What follows belongs to an exercise in optimizing a design on an open flow for small area, a short achievable clock period and few clock cycles; a production flow would make more cautious choices.
The RTL was checked by simulation tests, not by an equivalence proof against the original design.
Power is estimated from default activity; no workload was simulated.

`flow/config.mk`:
```
export PLATFORM = sky130hd
export DESIGN_NAME = execUnit
export DESIGN_NICKNAME = execUnit
export VERILOG_FILES = /design/flow/design.v
export SDC_FILE = /design/flow/constraint.sdc
export NUM_CORES = 4
export LEC_CHECK = 0
export CAP_MARGIN = 20
export CORE_MARGIN = 2
export CORE_UTILIZATION = 40
export SLEW_MARGIN = 20
```
`flow/constraint.sdc`:
```
create_clock -name core_clock -period 6.0 [get_ports {iClk}]
set_input_delay 1.2000 -clock core_clock [delete_from_list [all_inputs] [get_ports {iClk}]]
set_output_delay 1.2000 -clock core_clock [all_outputs]
set_load 0.01 [all_outputs]
```
`flow/design.v`:
```
package execPkg;
	typedef logic [16-1:0]   word_t;
	typedef logic [8-1:0]   byte_t;
	typedef logic [16:0]     aluRes_t;  
	typedef logic [2*16-1:0] dword_t;   
	typedef logic [5-1:0]    shAmt_t;
	typedef logic [5-1:0] divCnt_t;
	typedef enum logic [1:0] {OPSEL_RF, OPSEL_MEM, OPSEL_IMM, OPSEL_TWO} opSel_t;
	typedef enum logic [2:0] {EXEC_NOP, EXEC_ALU, EXEC_SHIFT, EXEC_DIV, EXEC_REMAINDER} execOp_t;
	typedef enum logic [3:0] {
		ALU_ADD, ALU_OR, ALU_ADC, ALU_SBB, ALU_AND, ALU_SUB, ALU_XOR, ALU_CMP,
		ALU_INC, ALU_DEC, ALU_NOT, ALU_NEG, ALU_TEST, ALU_PASS1, ALU_PASS2, ALU_SHL2
	} aluFunc_t;
	typedef enum logic [2:0] {SH_ROL, SH_ROR, SH_RCL, SH_RCR, SH_SHL, SH_SHR, SH_SAL, SH_SAR} shFunc_t;
	typedef enum logic [1:0] {DIV_IDLE, DIV_RUN, DIV_FINISH} divState_t;
endpackage
`timescale 1ns/10ps
module execAlu
(
	input  execPkg::word_t    op1_i,
	input  execPkg::word_t    op2_i,
	input  execPkg::aluFunc_t func_i,
	input  logic     carry_i,
	output execPkg::aluRes_t  res_o
);
	logic   isSub;   
	logic   useCy;   
	logic   cyIn;
	execPkg::word_t  op2Inv;
	logic [16+1:0] sum;  
	always_comb
	begin
		isSub  = (func_i == execPkg::ALU_SBB) || (func_i == execPkg::ALU_SUB) || (func_i == execPkg::ALU_CMP);
		useCy  = (func_i == execPkg::ALU_ADC) || (func_i == execPkg::ALU_SBB);
		op2Inv = isSub ? ~op2_i : op2_i;
		cyIn   = isSub ^ (carry_i & useCy);  
		sum = {1'b0, op1_i, cyIn} + {1'b0, op2Inv, cyIn};
		case (func_i)
			execPkg::ALU_ADD,
			execPkg::ALU_ADC,
			execPkg::ALU_SBB,
			execPkg::ALU_SUB,
			execPkg::ALU_CMP:   res_o = {sum[16+1] ^ isSub, sum[16:1]};  
			execPkg::ALU_OR:    res_o = {1'b0, op1_i | op2_i};
			execPkg::ALU_AND:   res_o = {1'b0, op1_i & op2_i};
			execPkg::ALU_XOR:   res_o = {1'b0, op1_i ^ op2_i};
			execPkg::ALU_INC:   res_o = {1'b0, op1_i} + execPkg::aluRes_t'(1);
			execPkg::ALU_DEC:   res_o = {1'b0, op1_i} - execPkg::aluRes_t'(1);
			execPkg::ALU_NOT:   res_o = {1'b0, ~op1_i};
			execPkg::ALU_NEG:   res_o = {1'b1, ~op1_i} + execPkg::aluRes_t'(1);  
			execPkg::ALU_TEST:  res_o = {1'b0, op1_i & op2_i};
			execPkg::ALU_PASS1: res_o = {1'b0, op1_i};
			execPkg::ALU_PASS2: res_o = {1'b0, op2_i};
			execPkg::ALU_SHL2:  res_o = {1'b0, op2_i} << 2;  
			default:   res_o = '0;
		endcase
	end
endmodule
`timescale 1ns/10ps
module execShifter
(
	input  execPkg::word_t   data_i,
	input  execPkg::shAmt_t  amount_i,
	input  execPkg::shFunc_t func_i,
	input  logic    bw_i,      
	input  logic    carry_i,
	output execPkg::word_t   res_o,
	output logic    carry_o,
	output logic    overflow_o
);
	localparam int W = 16;
	localparam int B = 8;
	execPkg::shAmt_t cnt;
	execPkg::word_t  dataBw;   
	execPkg::word_t  fillL;
	execPkg::word_t  fillR;
	logic [2*W:0] shL;  
	logic [2*W:0] shR;  
	logic   isRight;
	logic   topBit;
	logic   nextBit;
	always_comb
	begin
		isRight = func_i[0];
		if ((func_i == execPkg::SH_RCL) || (func_i == execPkg::SH_RCR))
			cnt = bw_i ? amount_i % execPkg::shAmt_t'(17) : amount_i % execPkg::shAmt_t'(9);
		else
			cnt = bw_i ? {1'b0, amount_i[3:0]} : {2'b0, amount_i[2:0]};
		dataBw = bw_i ? data_i : {data_i[B-1:0], data_i[B-1:0]};
		if (func_i[2])
			fillL = '0;                               
		else
			fillL = func_i[1] ? {carry_i, dataBw[W-1:1]} : dataBw;
		if (func_i[2])
			fillR = func_i[1] ? {W{dataBw[W-1]}} : '0;  
		else
			fillR = func_i[1] ? {dataBw[W-2:0], carry_i} : dataBw;
		shL = {carry_i, dataBw, fillL} << cnt;
		shR = {fillR, dataBw, carry_i} >> cnt;
		if (bw_i)
		begin
			res_o   = isRight ? shR[W:1] : shL[2*W-1:W];
			carry_o = isRight ? shR[0] : shL[2*W];
		end
		else
		begin
			res_o   = {{(W-B){1'b0}}, (isRight ? shR[W:B+1] : shL[W+B-1:W])};
			carry_o = (cnt == '0) ? carry_i : (isRight ? shR[B] : shL[W+B]);  
		end
		topBit  = bw_i ? data_i[W-1] : data_i[B-1];
		nextBit = bw_i ? data_i[W-2] : data_i[B-2];
		case (func_i)
			execPkg::SH_ROR:  overflow_o = topBit ^ data_i[0];
			execPkg::SH_RCR:  overflow_o = topBit ^ carry_i;
			execPkg::SH_SHR:  overflow_o = topBit;
			execPkg::SH_SAR:  overflow_o = 1'b0;
			default: overflow_o = topBit ^ nextBit;  
		endcase
	end
endmodule
`timescale 1ns/10ps
module divCtrl
(
	input  logic iClk,
	input  logic rstN_i,
	input  logic start_i,
	input  logic stall_i,
	input  logic ovf_i,       
	input  logic lastStep_i,
	output logic load_o,
	output logic step_o,
	output logic done_o,
	output logic err_o
);
	execPkg::divState_t state;
	logic      errSeen;  
	assign load_o = (state == execPkg::DIV_IDLE) && start_i;
	assign step_o = (state == execPkg::DIV_RUN) && !stall_i;
	assign done_o = (state == execPkg::DIV_FINISH) && !stall_i;
	assign err_o  = done_o && errSeen;
	always_ff @(posedge iClk or negedge rstN_i)
	begin
		if (!rstN_i)
		begin
			state   <= execPkg::DIV_IDLE;
			errSeen <= 1'b0;
		end
		else
		begin
			case (state)
				execPkg::DIV_IDLE:
				begin
					if (load_o)
					begin
						state   <= ovf_i ? execPkg::DIV_FINISH : execPkg::DIV_RUN;  
						errSeen <= ovf_i;
					end
				end
				execPkg::DIV_RUN:    if (step_o && lastStep_i) state <= execPkg::DIV_FINISH;
				execPkg::DIV_FINISH: if (done_o) state <= execPkg::DIV_IDLE;
				default:    state <= execPkg::DIV_IDLE;
			endcase
		end
	end
endmodule
`timescale 1ns/10ps
module divStepCounter
(
	input  logic iClk,
	input  logic rstN_i,
	input  logic load_i,
	input  logic bw_i,
	input  logic step_i,
	output logic lastStep_o
);
	execPkg::divCnt_t stepsLeft;
	assign lastStep_o = (stepsLeft == execPkg::divCnt_t'(1));
	always_ff @(posedge iClk or negedge rstN_i)
	begin
		if (!rstN_i)
			stepsLeft <= '0;
		else if (load_i)
			stepsLeft <= bw_i ? execPkg::divCnt_t'(16) : execPkg::divCnt_t'(8);
		else if (step_i)
			stepsLeft <= stepsLeft - execPkg::divCnt_t'(1);  
	end
endmodule
`timescale 1ns/10ps
module divDatapath
(
	input  logic   iClk,
	input  logic   rstN_i,
	input  logic   load_i,
	input  logic   step_i,
	input  logic   bw_i,
	input  execPkg::dword_t dividend_i,  
	input  execPkg::word_t  divisor_i,
	output logic   ovf_o,
	output execPkg::word_t  quot_o,
	output execPkg::word_t  rem_o
);
	localparam int W = 16;
	localparam int B = 8;
	execPkg::word_t remQ;
	execPkg::word_t quotQ;    
	execPkg::word_t divisorQ;
	execPkg::word_t hiHalf;
	logic [W:0] trial;  
	assign hiHalf = bw_i ? dividend_i[2*W-1:W] : {{(W-B){1'b0}}, dividend_i[W-1:B]};
	assign ovf_o  = load_i && (hiHalf >= divisor_i);  
	assign trial  = {remQ, quotQ[W-1]} - {1'b0, divisorQ};
	assign quot_o = quotQ;
	assign rem_o  = remQ;
	always_ff @(posedge iClk or negedge rstN_i)
	begin
		if (!rstN_i)
		begin
			remQ     <= '0;
			quotQ    <= '0;
			divisorQ <= '0;
		end
		else if (load_i)
		begin
			remQ     <= hiHalf;
			quotQ    <= bw_i ? dividend_i[W-1:0] : {dividend_i[B-1:0], {B{1'b0}}};
			divisorQ <= divisor_i;
		end
		else if (step_i)
		begin
			remQ  <= trial[W] ? {remQ[W-2:0], quotQ[W-1]} : trial[W-1:0];
			quotQ <= {quotQ[W-2:0], ~trial[W]};
		end
	end
endmodule
`timescale 1ns/10ps
module execUnit
(
	input  logic     iClk,
	input  logic     rstN_i,
	input  execPkg::execOp_t  exec_i,
	input  execPkg::aluFunc_t func_i,    
	input  logic     bw_i,
	input  execPkg::opSel_t   selIn1_i,
	input  execPkg::opSel_t   selIn2_i,
	input  execPkg::word_t    rf1_i,
	input  execPkg::word_t    rf2_i,
	input  execPkg::word_t    mem_i,
	input  execPkg::word_t    imm1_i,
	input  execPkg::word_t    imm2_i,
	input  execPkg::word_t    dx_i,
	input  logic     carry_i,
	input  logic     stall_i,
	output execPkg::word_t    result_o,
	output logic     isZero_o,
	output logic     carry_o,
	output logic     overflow_o,
	output logic     stallD_o,
	output logic     divErr_o
);
	execPkg::word_t   op1;
	execPkg::word_t   op2;
	execPkg::aluRes_t aluRes;
	execPkg::word_t   shRes;
	logic    shCarry;
	logic    shOvf;
	execPkg::byte_t   divisorByte;
	execPkg::word_t   divisor;
	logic    divStart;
	logic    divLoad;
	logic    divStep;
	logic    divDone;
	logic    divErr;
	logic    divOvf;
	logic    lastStep;
	execPkg::word_t   quot;
	execPkg::word_t   rem;
	execPkg::byte_t   remByte;
	execPkg::byte_t   quotByte;
	execPkg::word_t   resultQ;
	execPkg::word_t   remQ;        
	logic    carryQ;
	logic    ovfQ;
	logic    stallDQ;
	logic    divErrQ;
	logic    divBwQ;
	always_comb
	begin
		case (selIn1_i)
			execPkg::OPSEL_RF:  op1 = rf1_i;
			execPkg::OPSEL_MEM: op1 = mem_i;
			execPkg::OPSEL_IMM: op1 = imm2_i;   
			default:   op1 = execPkg::word_t'(2);
		endcase
		case (selIn2_i)
			execPkg::OPSEL_RF:  op2 = rf2_i;
			execPkg::OPSEL_MEM: op2 = mem_i;
			execPkg::OPSEL_IMM: op2 = imm1_i;
			default:   op2 = execPkg::word_t'(2);
		endcase
	end
	assign divisorByte = op1[8-1:0];
	assign divisor     = bw_i ? op1 : {{(16-8){1'b0}}, divisorByte};
	assign divStart    = (exec_i == execPkg::EXEC_DIV) && !stallDQ;  
	assign remByte     = rem[8-1:0];
	assign quotByte    = quot[8-1:0];
	execAlu uAlu (.op1_i(op1), .op2_i(op2), .func_i(func_i), .carry_i(carry_i), .res_o(aluRes));
	execShifter uShifter
	(
		.data_i(op1), .amount_i(rf2_i[5-1:0]), .func_i(execPkg::shFunc_t'(func_i[2:0])),
		.bw_i(bw_i), .carry_i(carry_i), .res_o(shRes), .carry_o(shCarry), .overflow_o(shOvf)
	);
	divCtrl uDivCtrl
	(
		.iClk(iClk), .rstN_i(rstN_i), .start_i(divStart), .stall_i(stall_i), .ovf_i(divOvf),
		.lastStep_i(lastStep), .load_o(divLoad), .step_o(divStep), .done_o(divDone),
		.err_o(divErr)
	);
	divStepCounter uDivCnt
	(
		.iClk(iClk), .rstN_i(rstN_i), .load_i(divLoad), .bw_i(bw_i), .step_i(divStep),
		.lastStep_o(lastStep)
	);
	divDatapath uDivData
	(
		.iClk(iClk), .rstN_i(rstN_i), .load_i(divLoad), .step_i(divStep), .bw_i(bw_i),
		.dividend_i({dx_i, op2}), .divisor_i(divisor), .ovf_o(divOvf), .quot_o(quot),
		.rem_o(rem)
	);
	always_ff @(posedge iClk or negedge rstN_i)
	begin
		if (!rstN_i)
		begin
			resultQ <= '0;
			remQ    <= '0;
			carryQ  <= 1'b0;
			ovfQ    <= 1'b0;
			stallDQ <= 1'b0;
			divErrQ <= 1'b0;
			divBwQ  <= 1'b0;
		end
		else
		begin
			divErrQ <= divErr;  
			if (divStart)
			begin
				stallDQ <= 1'b1;
				divBwQ  <= bw_i;
			end
			if (divDone)
			begin
				stallDQ <= 1'b0;
				remQ    <= rem;
				resultQ <= divBwQ ? quot : {remByte, quotByte};  
			end
			if (exec_i == execPkg::EXEC_ALU)
			begin
				resultQ <= aluRes[16-1:0];
				carryQ  <= aluRes[16];
				ovfQ    <= 1'b0;
			end
			else if (exec_i == execPkg::EXEC_SHIFT)
			begin
				resultQ <= shRes;
				carryQ  <= shCarry;
				ovfQ    <= shOvf;
			end
			else if (exec_i == execPkg::EXEC_REMAINDER)
				resultQ <= remQ;
		end
	end
	assign result_o   = resultQ;
	assign isZero_o   = (resultQ == '0);
	assign carry_o    = carryQ;
	assign overflow_o = ovfQ;
	assign stallD_o   = stallDQ;
	assign divErr_o   = divErrQ;
endmodule
```
`flow/run.sh`:
```
#!/bin/bash
# synth_recipe.tcl (not shown) runs the flow's synth.tcl, then flattens the netlist and writes it again
# the make line also repeats each setting of config.mk as NAME=value (left out here)
make -C /OpenROAD-flow-scripts/flow DESIGN_CONFIG=/design/flow/config.mk WORK_HOME=/design/flow/orfs CLKGATE_MAP_FILE= SYNTH_SCRIPT=/design/flow/synth_recipe.tcl finish
```
==> summary.md <==
| Metric | Value |
|---|---|
| GRT Util Overall | 38.6% |
| Initial antenna violation count | 1 |
| HPWL Detailed | 61300 um |
| Core Region | 0.0384 mm^2 |
| Int Pwr | 2560 uW |
| Switching fraction of total power | 48.5% |
| Number of flops mapped to enable cells by yosys | 0 |
| Peak fanout along the critical path | 11 |
| Vias in the first global route | 18200 |
| Top Layer Used | met4 |
| Quantity of I/O buffers inserted on ports | 132 |
| Period utilisation layout | 94.6% |
| Pwr per Cell Area | 268 mW/mm^2 |
| Placed cell area | 0.0183 mm^2 |
| RSZ-0062 raised after global routing | no |
| Final Hold Vio Count | 0 |
| Reg clk slew, reported paths | 70 ps |
| Initial DRC count | 1839 |
| Post-Synthesis Cells | 2134 |
| CTS root buffer | clkbuf_16 |
| Max transition margin | 31.2% |
| Netlist cell types | 117 |
| Clock latency (worst-skew pair) | 360 ps |
| Die area | 0.0403 mm^2 |
| Synth async-reset ratio | 100% |
| Clock Power Share | 11.6% |
| Synth warn | 6 |
| Pwr Total | 4960 uW |
| Vert. Die Dim | 201 um |
| CP Capture Type | register |
| Final Cell Area | 0.0186 mm^2 |
| Register bit total from synthesis | 93 |
| Hold WC Path Type | register to register |
| Hold buffers post-CTS | 0 |
| First-pass GRT wire length | 119000 um |
| Synth Flop Type | dfrtp_1 |
| Worst hold slack | 466 ps |
| Area Overhead vs Synth | 19.9% |
| Slew Viols, Final | 0 |
| Share of layout cells above drive strength 1 | 14.8% |
| Register share of total power | 23.0% |
| Initial Utilization | 40.3% |
| Clock Skew | 9.10 ps |
| RePlAce Congestion | 0.993 |
| Met1 wire length | 32000 um |
| Die W | 201 um |
| WS Path Type | input port to register |
| Syn Nets | 2336 |
| Clk sink count | 93 |
| Status | complete, no violations |
| Slew @ Worst Pin | 1030 ps |
| Crit path launch type | input port |
| Mean Syn Cell Area | 7.25 um^2 |
| Seq/Total Area, Yosys | 15.0% |
| Max Cap Viol | 0 |
| CTS buffer count | 9 |
| Met2 wire len | 36300 um |
| Pleak | 0.00766 uW |
| Largest net degree at the start of global routing | 67 |
| Met3 routed WL | 6320 um |
| Vias | 18700 |
| DR pass1 iterations | 8 |
| Post-DR vias/cell | 6.62 |
| Std cell rows | 72 |
| Top Ports | 133 |
| Final WL | 79700 um |
| CTS tree | yes |
| Fmax | 0.176 GHz |
| Global route overflow | 0 |
| Postcts setup bufs | 0 |
| Critical Path AT | 5950 ps |
| Logic gate share of total power | 65.4% |
| Final setup vio count | 0 |
| Final nets | 2508 |
| Peak supply drop | 322 uV |
| Switch Pwr | 2410 uW |
| CP required | 6280 ps |
| Mapped Area | 0.0155 mm^2 |
| Wire per inst | 28.2 um |
| # DRC | 0 |
| Minimum clock period | 5670 ps |
| CTS max path bufs | 2 |
| Post-route ant nets | 0 |
| Setup tns final | 0 ps |
| CTS H-Tree Depth | 3 |
==> sequential cells by signal (all words and copies together) (netlist names) <==
register           flops
uDivCtrl.errSeen       1
divBwQ                 1
divErrQ                1
ovfQ                   1
uDivData.remQ         16
remQ                  16
stallDQ                1
uDivCtrl.state         2
carryQ                 1
uDivCnt.stepsLeft      5
resultQ               16
uDivData.quotQ        16
uDivData.divisorQ     16
==> worst max-delay path, stage by stage <==
cell,delay [ps]
clkdlybuf4s50_1,580
ha_1,250
inv_1,80
a21bo_2,190
a22o_1,240
ha_1,300
o21a_1,190
o21a_1,220
xnor2_2,160
buf_4,200
buf_4,160
nor4_1,290
a31o_2,220
o22a_1,310
o21ai_1,190
o21ai_1,330
mux2i_1,170
o2111ai_1,390
and4_1,270
==> cell families (layout without fill, tap and decap cells) <==
| family | Yosys count | in the layout | share of synthesized area (%) |
|---|---|---|---|
| adders and majority gates | 90 | 90 | 7.38 |
| and+or+nand+nor | 724 | 724 | 22.0 |
| other | 0 | 1 | 0 |
| muxes | 123 | 123 | 9.04 |
| DFF | 93 | 93 | 15.0 |
| xor gates and xnor gates | 68 | 68 | 4.00 |
| buffers and inverters | 244 | 419 | 6.96 |
| AOI/OAI and AO/OA | 792 | 792 | 35.5 |
==> power groups by stage <==
| stage | sequential, uW | clock (uW) | combinational, uW |
|---|---|---|---|
| 6_report | 1140 | 577 | 3250 |
| 5_1_grt | 1170 | 608 | 3520 |
| 4_1_cts | 1130 | 587 | 3200 |
| 3_5_place_dp | 1140 | 0 | 3180 |
| 3_3_place_gp | 1140 | 0 | 3140 |
| 2_1_floorplan | 1040 | 0 | 2110 |
==> path summary, 6_finish.rpt <==
check	startpoint	endpoint	slack [ps]	depth (start not counted)
hold reg to reg	uDivCtrl.errSeen$_DFFE_PN0P_	uDivCtrl.errSeen$_DFFE_PN0P_	470	2
setup reg to reg	uDivData.quotQ[15]$_DFFE_PN0P_	uDivData.remQ[14]$_DFFE_PN0P_	1940	15
hold / removal	uDivCtrl.errSeen$_DFFE_PN0P_	uDivCtrl.errSeen$_DFFE_PN0P_	470	2
min in group asynchronous	rstN_i	resultQ[2]$_DFFE_PN0P_	870	1
max in group asynchronous	rstN_i	ovfQ$_DFFE_PN0P_	3990	2
setup / recovery	rf2_i[4]	resultQ[12]$_DFFE_PN0P_	330	19
==> metrics by stage <==
stage	utilization, %	std cells	setup slack [ps]
final	48.3	2828	326
after global routing	48.3	2827	33.4
after CTS	48.3	2827	323
after detailed placement	47.6	2813	4.95
after global placement	47.6	2813	-48.4
after floorplan	-	2134	51.6
==> Yosys cell counts, types with 16 or more instances <==
| master | n | area share, % |
|---|---|---|
| nor2_1 | 168 | 4.1 |
| mux2_2 | 23 | 1.7 |
| nand2_1 | 264 | 6.4 |
| and2_1 | 17 | 0.69 |
| clkbuf_1 | 99 | 2.4 |
| inv_1 | 58 | 1.4 |
| a21oi_1 | 166 | 5.4 |
| nor3_1 | 57 | 1.8 |
| nand3_1 | 79 | 2.6 |
| o22ai_1 | 23 | 0.93 |
| a22oi_1 | 29 | 1.4 |
| dfrtp_1 | 93 | 15 |
| o211ai_1 | 40 | 1.9 |
| a221oi_1 | 29 | 1.6 |
| ha_1 | 88 | 7.1 |
| a21o_1 | 28 | 1.4 |
| xnor2_1 | 40 | 2.3 |
| mux2i_1 | 87 | 5.6 |
| nand2b_1 | 16 | 0.65 |
| o21ai_1 | 40 | 1.3 |
| o21ai_0 | 149 | 4.8 |
| a31oi_1 | 35 | 1.4 |
| nand4_1 | 17 | 0.69 |
| nor4_1 | 19 | 0.77 |
| xor2_1 | 25 | 1.4 |
| a211oi_1 | 48 | 2.3 |
| buf_2 | 40 | 1.3 |
==> layout by cell type, fill, tap and decap left out, types with 58 or more instances in the layout <==
| cell | instances |
|---|---|
| a21oi_1 | 166 |
| nor2_1 | 167 |
| clkdlybuf4s50_1 | 128 |
| nand2_1 | 264 |
| nand3_1 | 78 |
| inv_1 | 58 |
| buf_4 | 194 |
| o21ai_0 | 148 |
| dfrtp_1 | 93 |
| mux2i_1 | 87 |
| ha_1 | 88 |
==> layout make-up <==
| class | instances | area (um^2) |
|---|---|---|
| Inverter | 72 | 270 |
| Clock inverter | 5 | 60.1 |
| Antenna cell | 1 | 2.50 |
| Multi-Input combinational cell | 1797 | 12100 |
| Tap cell | 518 | 648 |
| Fill cell | 3982 | 19800 |
| Sequential cell | 93 | 2330 |
| Clock buffer | 9 | 225 |
| Timing Repair Buffer | 333 | 2910 |
==> repair_timing <==
action,4_1_cts,5_1_grt
gates resized for setup,0,1
endpoints found under the hold margin,0,0
setup endpoints to repair,0,1
==> routing by layer <==
metal,vias up,global-route usage (%)
met5,-,0
met4,0,21.5
met3,260,5.70
met2,1015,62.8
met1,9038,49.1
li1,8400,-
Testbench counts, summed over its fixed seeds: cycles 76,949.

port drivers added, routing unchanged:
The results above use ideal ports. As a check the final layout listed here was re-extracted and re-timed, cells and wires unchanged.
Step 1: set_driving_cell puts a clkbuf_16 on iClk and a buf_2 on each other input, an assumption about the parent block.
Step 2 moves the port delays by t, midway between the first and last clock arrival at a register: inputs arrive t later, outputs are due t later. That takes back most of the time a late clock gives input paths.
Slacks: ideal ports / drivers / drivers and shift; pairs: ideal ports / drivers.
t, ns: 0.390
setup WS [ns]: 0.326 / 0.337 / -0.053
hold WS [ns]: 0.466 / 0.466 / 0.466
cell pins on the clock port's net: 1
With both steps, setup timing fails in this run, where it was met with ideal ports. For this run, drivers alone change the setup slack by +0.011 ns; drivers and shift together by -0.379 ns.
